What follows belongs to an exercise in optimizing a design on an open flow for small area and a short achievable clock period; a production flow would make more cautious choices.
RTL that was checked went through simulation tests only; none was proved equivalent to the original.
Power figures rest on the tool's default switching activity, not on a simulated workload.

==> xenon: inputs <==
Design sprite_table_top, start of the top module:
module sprite_table_top (
	input  wire        clk,
	input  wire        rst_n,
	input  wire        write,
	input  wire [38:0] wr_req,  
	input  wire [17:0] check,  
	output logic [31:0] read_data,
	output logic        success
);
	localparam int N = 31;  
	wire [4:0] idx = wr_req[38:34];
	wire [1:0] fld = wr_req[33:32];
	wire [8:0] cx  = check[17:9];
	wire [8:0] cy  = check[8:0];
	logic [8:0] ex [1:N];
	logic [8:0] ey [1:N];
	logic [8:0] eo [1:N];
	logic [N:1] valid;
	wire [8:0] dx = wr_req[26:18] & {9{rst_n}};
	wire [8:0] dy = wr_req[17:9]  & {9{rst_n}};
	wire [8:0] doff = wr_req[8:0] & {9{rst_n}};
	always_ff @(posedge clk) begin
		for (int i = 1; i <= N; i++) begin
			if (!rst_n || (write && idx == 5'(i) && fld == 2'd2)) ex[i] <= dx;
			if (!rst_n || (write && idx == 5'(i) && fld == 2'd1)) ey[i] <= dy;
			if (!rst_n || (write && idx == 5'(i) && fld == 2'd0)) eo[i] <= doff;
			valid[i] <= rst_n && (valid[i] || (write && idx == 5'(i) && fld != 2'd3));
		end
	end
	always_ff @(posedge clk) begin
		success <= rst_n && write && idx != 5'd0 && fld != 2'd3;
	end
	wire       lk  = rst_n && !write;
	wire [3:0] ch  = cy[8:5];
	wire [4:0] cl  = cy[4:0];
	wire       c_hi = (cl >= 5'd19);  
	wire       c_z  = (ch == 4'd0);  
	wire       s_one = c_hi || c_z;  
	wire [3:0] loh = s_one ? ch : ch - 4'd1;
	wire [4:0] lol = c_hi ? cl - 5'd19 : (c_z ? 5'd0 : cl + 5'd13);
	logic [N:1] hit;
	logic [N:1] inh;  
	always_comb begin
		for (int i = 1; i <= N; i++) begin
			logic xeq, e1, e0, le, ge;
			xeq = (ex[i] == cx);
			e1  = (ey[i][8:5] == ch);
			e0  = (ey[i][8:5] == loh);
			le  = (ey[i][4:0] <= cl);
			ge  = (ey[i][4:0] >= lol);
			inh[i] = e1;
			hit[i] = lk && valid[i] && xeq && ((e1 && le && (ge || !s_one)) || (e0 && ge && !s_one));
		end
	end
	logic [N:1] sel;
	logic       seen;
	logic [14:0] word;
	always_comb begin
		seen = 1'b0;
		word = '0;
		for (int i = 1; i <= N; i++) begin
			sel[i] = hit[i] && !seen;
			seen   = seen || hit[i];
			word   = word | ({15{sel[i]}} & {inh[i], ey[i][4:0], eo[i]});
		end
	end
	wire [3:0] wyh = word[14] ? ch : loh;
	wire [8:0] rx  = cx & {9{seen}};
	wire [3:0] ryh = wyh & {4{seen}};
	always_ff @(posedge clk) begin
		read_data <= {5'b0, rx, ryh, word[13:1], word[0] | !seen};
	end
endmodule
==> module sprite_table_top, before the edit <==
module sprite_table_top (
	input  wire        clk,
	input  wire        rst_n,
	input  wire        write,
	input  wire [38:0] wr_req,  
	input  wire [17:0] check,  
	output logic [31:0] read_data,
	output logic        success
);
	localparam int N = 31;  
	wire [4:0] idx = wr_req[38:34];
	wire [1:0] fld = wr_req[33:32];
	wire [8:0] cx  = check[17:9];
	wire [8:0] cy  = check[8:0];
	logic [8:0] ex [1:N];
	logic [8:0] ey [1:N];
	logic [8:0] eo [1:N];
	logic [N:1] valid;
	wire [8:0] dx = wr_req[26:18] & {9{rst_n}};
	wire [8:0] dy = wr_req[17:9]  & {9{rst_n}};
	wire [8:0] doff = wr_req[8:0] & {9{rst_n}};
	always_ff @(posedge clk) begin
		for (int i = 1; i <= N; i++) begin
			if (!rst_n || (write && idx == 5'(i) && fld == 2'd2)) ex[i] <= dx;
			if (!rst_n || (write && idx == 5'(i) && fld == 2'd1)) ey[i] <= dy;
			if (!rst_n || (write && idx == 5'(i) && fld == 2'd0)) eo[i] <= doff;
			valid[i] <= rst_n && (valid[i] || (write && idx == 5'(i) && fld != 2'd3));
		end
	end
	always_ff @(posedge clk) begin
		success <= rst_n && write && idx != 5'd0 && fld != 2'd3;
	end
	wire       lk  = rst_n && !write;
	wire [3:0] ch  = cy[8:5];
	wire [4:0] cl  = cy[4:0];
	wire       c_hi = (cl >= 5'd19);  
	wire       c_z  = (ch == 4'd0);  
	wire       s_one = c_hi || c_z;  
	wire [3:0] loh = s_one ? ch : ch - 4'd1;
	wire [4:0] lol = c_hi ? cl - 5'd19 : (c_z ? 5'd0 : cl + 5'd13);
	logic [N:1] hit;
	logic [N:1] inh;  
	always_comb begin
		for (int i = 1; i <= N; i++) begin
			logic xeq, e1, e0, le, ge;
			xeq = (ex[i] == cx);
			e1  = (ey[i][8:5] == ch);
			e0  = (ey[i][8:5] == loh);
			le  = (ey[i][4:0] <= cl);
			ge  = (ey[i][4:0] >= lol);
			inh[i] = e1;
			hit[i] = lk && valid[i] && xeq && ((e1 && le && (ge || !s_one)) || (e0 && ge && !s_one));
		end
	end
	logic [N:1] sel;
	logic       seen;
	logic [14:0] word;
	always_comb begin
		seen = 1'b0;
		word = '0;
		for (int i = 1; i <= N; i++) begin
			sel[i] = hit[i] && !seen;
			seen   = seen || hit[i];
			word   = word | ({15{sel[i]}} & {inh[i], ey[i][4:0], eo[i]});
		end
	end
	wire [3:0] wyh = word[14] ? ch : loh;
	wire [8:0] rx  = cx & {9{seen}};
	wire [3:0] ryh = wyh & {4{seen}};
	always_ff @(posedge clk) begin
		read_data <= {5'b0, rx, ryh, word[13:1], word[0] | !seen};
	end
endmodule
clock: 7.0 ns
lec_check: 0
cap_margin: 20
core_margin: 2
core_utilization: 60
setup_slack_margin: 3.5
slew_margin: 20
run.sh (not shown) runs the stock make flow with config.mk's settings and CLKGATE_MAP_FILE= SYNTH_SCRIPT=/design/flow/synth_recipe.tcl, a recipe that flattens the netlist after the stock synthesis.
==> garnet (differences from xenon) <==
--- a/flow/design.v
+++ b/flow/design.v
@@ -28,6 +28,85 @@
 		logic [WORD_W-1:0]  data;  
 	} wr_req_t;
 endpackage
+`default_nettype wire
+`timescale 1ns/1ns
+`default_nettype none
+module sprite_hit_detect (
+	input  wire       valid,
+	input  wire [8:0] ex,
+	input  wire [8:0] ey,
+	input  wire [8:0] cx,
+	input  wire [3:0] ch,
+	input  wire [3:0] chm1,  
+	input  wire       chnz,  
+	input  wire [4:0] cl,
+	input  wire       c_hi,  
+	output logic      hit,
+	output logic      inh  
+);
+	function automatic logic le5(input logic [4:0] a, input logic [4:0] b);
+		logic gt;
+		logic eqh;
+		gt  = 1'b0;
+		eqh = 1'b1;
+		for (int k = 4; k >= 0; k--) begin
+			gt  = gt | (eqh & a[k] & ~b[k]);
+			eqh = eqh & ~(a[k] ^ b[k]);
+		end
+		le5 = ~gt;
+	endfunction
+	wire [5:0] w   = {1'b0, ey[4:0]} + 6'd19;
+	wire xe = (ex == cx);
+	wire e1 = (ey[8:5] == ch);
+	wire e0 = (ey[8:5] == chm1) && chnz;
+	wire le = le5(ey[4:0], cl);
+	wire gc = le5(cl, w[4:0]);
+	wire ge = c_hi ? (w[5] || gc) : (w[5] && gc);
+	assign inh = e1;
+	assign hit = valid && xe && ((e1 && le && (ge || !c_hi)) || (e0 && ge && !c_hi));
+endmodule
+`default_nettype wire
+`timescale 1ns/1ns
+`default_nettype none
+module sprite_priority_sel #(
+	parameter int N = 31,  
+	parameter int W = 15
+) (
+	input  wire [N:1]     hit,
+	input  wire [N*W-1:0] data,  
+	output logic          found,
+	output logic [W-1:0]  word
+);
+	localparam int G = (N + 1 + 3) / 4;
+	logic [G-1:0] gany;
+	logic [W-1:0] gword [G];
+	always_comb begin
+		for (int g = 0; g < G; g++) begin
+			logic seen;
+			seen     = 1'b0;
+			gword[g] = '0;
+			for (int k = 0; k < 4; k++) begin
+				int i;
+				i = 4 * g + k;
+				if (i >= 1 && i <= N) begin
+					if (hit[i] && !seen)
+						gword[g] = gword[g] | data[(i-1)*W +: W];
+					seen = seen || hit[i];
+				end
+			end
+			gany[g] = seen;
+		end
+	end
+	always_comb begin
+		found = 1'b0;
+		word  = '0;
+		for (int g = 0; g < G; g++) begin
+			if (gany[g] && !found)
+				word = word | gword[g];
+			found = found || gany[g];
+		end
+	end
+endmodule
 `default_nettype wire
 `timescale 1ns/1ns
 `default_nettype none
@@ -63,45 +142,44 @@
 	always_ff @(posedge clk) begin
 		success <= rst_n && write && idx != 5'd0 && fld != 2'd3;
 	end
-	wire       lk  = rst_n && !write;
-	wire [3:0] ch  = cy[8:5];
-	wire [4:0] cl  = cy[4:0];
-	wire       c_hi = (cl >= 5'd19);  
-	wire       c_z  = (ch == 4'd0);  
-	wire       s_one = c_hi || c_z;  
-	wire [3:0] loh = s_one ? ch : ch - 4'd1;
-	wire [4:0] lol = c_hi ? cl - 5'd19 : (c_z ? 5'd0 : cl + 5'd13);
-	logic [N:1] hit;
-	logic [N:1] inh;  
-	always_comb begin
-		for (int i = 1; i <= N; i++) begin
-			logic xeq, e1, e0, le, ge;
-			xeq = (ex[i] == cx);
-			e1  = (ey[i][8:5] == ch);
-			e0  = (ey[i][8:5] == loh);
-			le  = (ey[i][4:0] <= cl);
-			ge  = (ey[i][4:0] >= lol);
-			inh[i] = e1;
-			hit[i] = lk && valid[i] && xeq && ((e1 && le && (ge || !s_one)) || (e0 && ge && !s_one));
-		end
+	wire [3:0] ch   = cy[8:5];
+	wire [4:0] cl   = cy[4:0];
+	wire       c_hi = (cl >= 5'd19);
+	wire [3:0] chm1 = ch - 4'd1;
+	wire       chnz = |ch;
+	logic [N:1]      hit;
+	logic [N:1]      inh;
+	logic [N*18-1:0] data;
+	wire             lk = rst_n && !write;  
+	for (genvar i = 1; i <= N; i++) begin : g_ent
+		sprite_hit_detect hit_i (
+			.valid(valid[i] && lk),
+			.ex   (ex[i]),
+			.ey   (ey[i]),
+			.cx   (cx),
+			.ch   (ch),
+			.chm1 (chm1),
+			.chnz (chnz),
+			.cl   (cl),
+			.c_hi (c_hi),
+			.hit  (hit[i]),
+			.inh  (inh[i])
+		);
+		assign data[(i-1)*18 +: 18] = {ey[i], eo[i]};
 	end
-	logic [N:1] sel;
-	logic       seen;
-	logic [14:0] word;
-	always_comb begin
-		seen = 1'b0;
-		word = '0;
-		for (int i = 1; i <= N; i++) begin
-			sel[i] = hit[i] && !seen;
-			seen   = seen || hit[i];
-			word   = word | ({15{sel[i]}} & {inh[i], ey[i][4:0], eo[i]});
-		end
-	end
-	wire [3:0] wyh = word[14] ? ch : loh;
-	wire [8:0] rx  = cx & {9{seen}};
-	wire [3:0] ryh = wyh & {4{seen}};
+	logic        found;
+	logic [17:0] word;
+	sprite_priority_sel #(
+		.N(N),
+		.W(18)
+	) priority_sel_i (
+		.hit  (hit),
+		.data (data),
+		.found(found),
+		.word (word)
+	);
 	always_ff @(posedge clk) begin
-		read_data <= {5'b0, rx, ryh, word[13:1], word[0] | !seen};
+		read_data <= {5'b0, cx & {9{found}}, word[17:1], word[0] || !found};
 	end
 endmodule
 `default_nettype wire
--- a/flow/config.mk
+++ b/flow/config.mk
@@ -5,8 +5,11 @@
 export SDC_FILE = /design/flow/constraint.sdc
 export NUM_CORES = 4
 export LEC_CHECK = 0
+export ABC_AREA = 1
 export CAP_MARGIN = 20
 export CORE_MARGIN = 2
-export CORE_UTILIZATION = 60
+export CORE_UTILIZATION = 70
+export CTS_BUF_LIST = sky130_fd_sc_hd__clkbuf_8
+export CTS_CLUSTER_SIZE = 20
 export SETUP_SLACK_MARGIN = 3.5
 export SLEW_MARGIN = 20
==> impl_table.tex <==
\begin{tabular}{lr}
\hline
Metric & Value \\
\hline
\multicolumn{2}{l}{\textbf{STA}} \\
Achievable frequency & 0.1808 GHz \\
\multicolumn{2}{l}{\textbf{Setup path}} \\
Termination of the worst setup path & read\_data[10]\$\_DFF\_P\_ \\
\multicolumn{2}{l}{\textbf{Outcome}} \\
Outcome & timing/DRC/antenna clean \\
\multicolumn{2}{l}{\textbf{Pwr}} \\
Internal Pwr Total & 10,320 uW \\
\hline
\end{tabular}
[end of results for xenon]
==> impl_table.tex <==
\begin{tabular}{lr}
\hline
Metric & Value \\
\hline
\multicolumn{2}{l}{\textbf{Layout}} \\
Clk cell area share & 0.04931 \\
Multi-input gate area & 20,000 um\^{}2 \\
\multicolumn{2}{l}{\textbf{Global route}} \\
Maximum number of pins on one net before global-route repair & 73 \\
\multicolumn{2}{l}{\textbf{STA}} \\
Achievable frequency & 0.2728 GHz \\
\multicolumn{2}{l}{\textbf{Logic synthesis}} \\
Complex-gate fraction of the synthesized area & 0.08628 \\
\multicolumn{2}{l}{\textbf{Pwr}} \\
Internal Pwr Total & 9139 uW \\
\multicolumn{2}{l}{\textbf{Setup path}} \\
Termination of the worst setup path & read\_data[11]\$\_DFF\_P\_ \\
\multicolumn{2}{l}{\textbf{Detailed routing}} \\
Post-Route WL & 161.0 mm \\
\multicolumn{2}{l}{\textbf{Outcome}} \\
Outcome & timing/DRC/antenna clean \\
\hline
\end{tabular}
[end of results for garnet]
For xenon, only the layout was checked, not whether the RTL still works.

[port drivers added, routing unchanged]
The results above use ideal ports. As a check the final layouts listed here were re-extracted and re-timed, cells and wires unchanged.
Step 1 sets driving cells, clkbuf_16 on the clock port and buf_2 on the other inputs (assumed; they add their load-dependent delay and slew).
Step 2 times the ports against the registers' clock, not the clock port: input delays grow and output delays shrink by t, the midpoint of the rising clock arrivals with the driver on.
Three values: no drivers, after step 1, after step 2; two values: the first two.
| run | t (ns) | slack for setup (ns) | clock arrival spread, ns | worst register clock-pin slew, ns | worst data-port slew with drivers (ns) |
|---|---|---|---|---|---|
| xenon | 0.728 | 1.469 / 1.481 / 0.753 | 0.033 / 0.032 | 0.06 / 0.06 | 0.10 |
| garnet | 0.875 | 3.335 / 3.220 / 2.345 | 0.055 / 0.055 | 0.07 / 0.07 | 0.29 |
After both steps setup and hold are still met in every run listed. The setup slack of garnet, which loses most, moves by -0.115 ns with the drivers and by -0.990 ns with both steps.
